This is an optimization exercise on Yosys and OpenROAD, whose aim is small area, a short achievable clock period and few clock cycles, not a production implementation. RTL that was checked went through simulation tests only; none was proved equivalent to the original. No activity file was given, so power comes from the tool's default toggle rates.

== try-zinc ==
Design ps2_keyboard_to_hid_report, start of the top module:
module ps2_keyboard_to_hid_report #(
   parameter int KEY_MAP_BITS = ps2kb_pkg::KEY_MAP_BITS_DEF,
   parameter int REPORT_SLOTS = ps2kb_pkg::REPORT_SLOTS_DEF
) (
   input  wire logic                          clock,
   input  wire logic                          reset,
   input  wire logic                          req_tvalid,
   output logic                               req_tready,
   input  wire logic                          req_tuser,   
   input  wire logic [7:0]                    req_tdata,   
   output logic                               rsp_tvalid,
   input  wire logic                          rsp_tready,
   output logic [ps2kb_pkg::RSP_DATA_W-1:0]   rsp_tdata,
   input  wire logic                          csr_valid,
   output logic                               csr_ready,
   input  wire logic [9:0]                    csr_data     
);
Size: ~1400 cells after synthesis, ~220 flip-flops, about 91 I/O pins, roughly 14000 um2 of cells after synthesis.
make LEC_CHECK=0 CAP_MARGIN=20 CORE_MARGIN=2 CORE_UTILIZATION=40 PLACE_DENSITY=0.6 SETUP_SLACK_MARGIN=5.0 SLEW_MARGIN=20 finish   # period 8.0 ns
run.sh (not shown) runs the stock make flow with config.mk's settings and CLKGATE_MAP_FILE= SYNTH_SCRIPT=/design/flow/synth_recipe.tcl, a recipe that flattens the netlist after the stock synthesis.
## Diff of input files: try-sierra against try-zinc
Settings: CORE_UTILIZATION: 40 -> 30; PLACE_DENSITY: 0.6 -> 0.5.
Notes after the runs:
try-sierra did not stop at any stage, and its layout met the timing, design-rule and antenna checks.
Global-route wire length before repair ends up lower on try-zinc.
When the final numbers for try-sierra and try-zinc were put side by side, the layout overhead on the synthesized area turned out to be greater in try-sierra.
try-sierra reports a lower share of final-layout standard cells stronger than drive strength 1 than try-zinc does.
The post-DP HPWL in try-sierra sits about 4% above the value recorded for try-zinc.
When the final numbers for try-sierra and try-zinc were put side by side, the number of tap instances turned out to be smaller in try-zinc.
Against try-zinc, try-sierra comes in 0.5 points lower on combinational fraction of design power.
From try-zinc to try-sierra, number of pins exceeding their max-slew limit in the final report did not move at all.
The ratio of final minimum period to clock period of try-sierra is higher than that of try-zinc.
The inputs of try-willow differ from those of try-sierra as listed below.
Settings: CORE_UTILIZATION: 30 -> 40; SLEW_MARGIN: 20 -> 5; PLACE_DENSITY: 0.5 -> 0.6; CAP_MARGIN: 20 -> 5.
Combinational share of power (lower): try-sierra. try-sierra has lower initial core utilization than try-willow. Looking at pre-CTS setup slack, try-willow sits 0.046 ns lower than try-sierra does. Summary — layout filler cell count, try-willow relative to try-sierra: lower, by 30%. try-sierra → try-willow: total power density per cell area went down; setup slack +0.030 ns; worst hold slack -0.0047 ns; cell-internal power down 3.8%.
No functional check of the RTL was part of any run of this note.

========
Another version of the RTL of ps2_keyboard_to_hid_report (not shown whole).
Size: roughly 220 flip-flops.
## ps2_keyboard_to_hid_report
module ps2_keyboard_to_hid_report #(
   parameter int KEY_MAP_BITS = ps2kb_pkg::KEY_MAP_BITS_DEF,
   parameter int REPORT_SLOTS = ps2kb_pkg::REPORT_SLOTS_DEF
) (
   input  wire logic                          clock,
   input  wire logic                          reset,
   input  wire logic                          req_tvalid,
   output logic                               req_tready,
   input  wire logic                          req_tuser,   
   input  wire logic [7:0]                    req_tdata,   
   output logic                               rsp_tvalid,
   input  wire logic                          rsp_tready,
   output logic [ps2kb_pkg::RSP_DATA_W-1:0]   rsp_tdata,
   input  wire logic                          csr_valid,
   output logic                               csr_ready,
   input  wire logic [9:0]                    csr_data     
);
   localparam int NS = 6;   
   localparam logic [127:0] KEYS = 128'h0000003ffffffffffffbfffffffffff2;
   localparam logic [6:0]   KEY_TOP = 7'd101;   
   assign csr_ready = 1'b1;
   logic busy_ff;                       
   logic e_go;                          
   logic do_scan;                       
   logic       a_valid_ff, s_valid_ff, rdy_ff;
   logic [8:0] a_item_ff, s_item_ff;    
   logic       a_take;                  
   logic       acc;
   assign req_tready = rdy_ff;
  ...
clock: 8.0 ns
lec_check: 0
abc_clock_period_in_ps: 3000
cap_margin: 20
core_margin: 2
core_utilization: 40
place_density: 0.6
setup_slack_margin: 4.5
slew_margin: 20
The first run ran to the end with no violations.
Testbench counts at the start, summed over its fixed seeds: cycles 7,029.
Next try:
- ABC_CLOCK_PERIOD_IN_PS: 3000 -> 2500
- SETUP_SLACK_MARGIN: 4.5 -> 5.0
=>
- The changed run finished clean
- core utilization went up by 1.8 points
- cell count went up slightly
- maximum frequency went up by roughly a tenth

## static timing again, ports no longer ideal
The flow's constraints put no driver on any port. The routed layouts listed below were extracted and timed again, unchanged, in two steps. Step 1: set_driving_cell puts a clkbuf_16 on clock and a buf_2 on each other input, an assumption about the parent block. Step 2 moves the port delays by t, midway between the first and last clock arrival at a register: inputs arrive t later, outputs are due t later. That takes back most of the time a late clock gives input paths. Slacks: ideal ports / drivers / drivers and shift; pairs: ideal ports / drivers.
run	t, ns	slack for setup (ns)	worst setup path after step 2	clock arrival spread, ns	cell pins on the clock port's net
try-zinc	0.580	5.056 / 5.030 / 4.499	input to register	0.022 / 0.022	1
try-sierra	0.614	5.027 / 4.975 / 4.493	input to register	0.027 / 0.026	1
try-willow	0.580	5.056 / 5.030 / 4.499	input to register	0.022 / 0.022	1
the first run of note 2	0.592	4.614 / 4.586 / 4.052	input to register	0.035 / 0.034	1
the second run of note 2	0.583	5.021 / 5.021 / 4.524	input to register	0.027 / 0.028	1
After both steps every run listed still meets setup and hold. For the first run of note 2, which loses most, drivers alone change the setup slack by -0.028 ns; drivers and shift together by -0.562 ns.
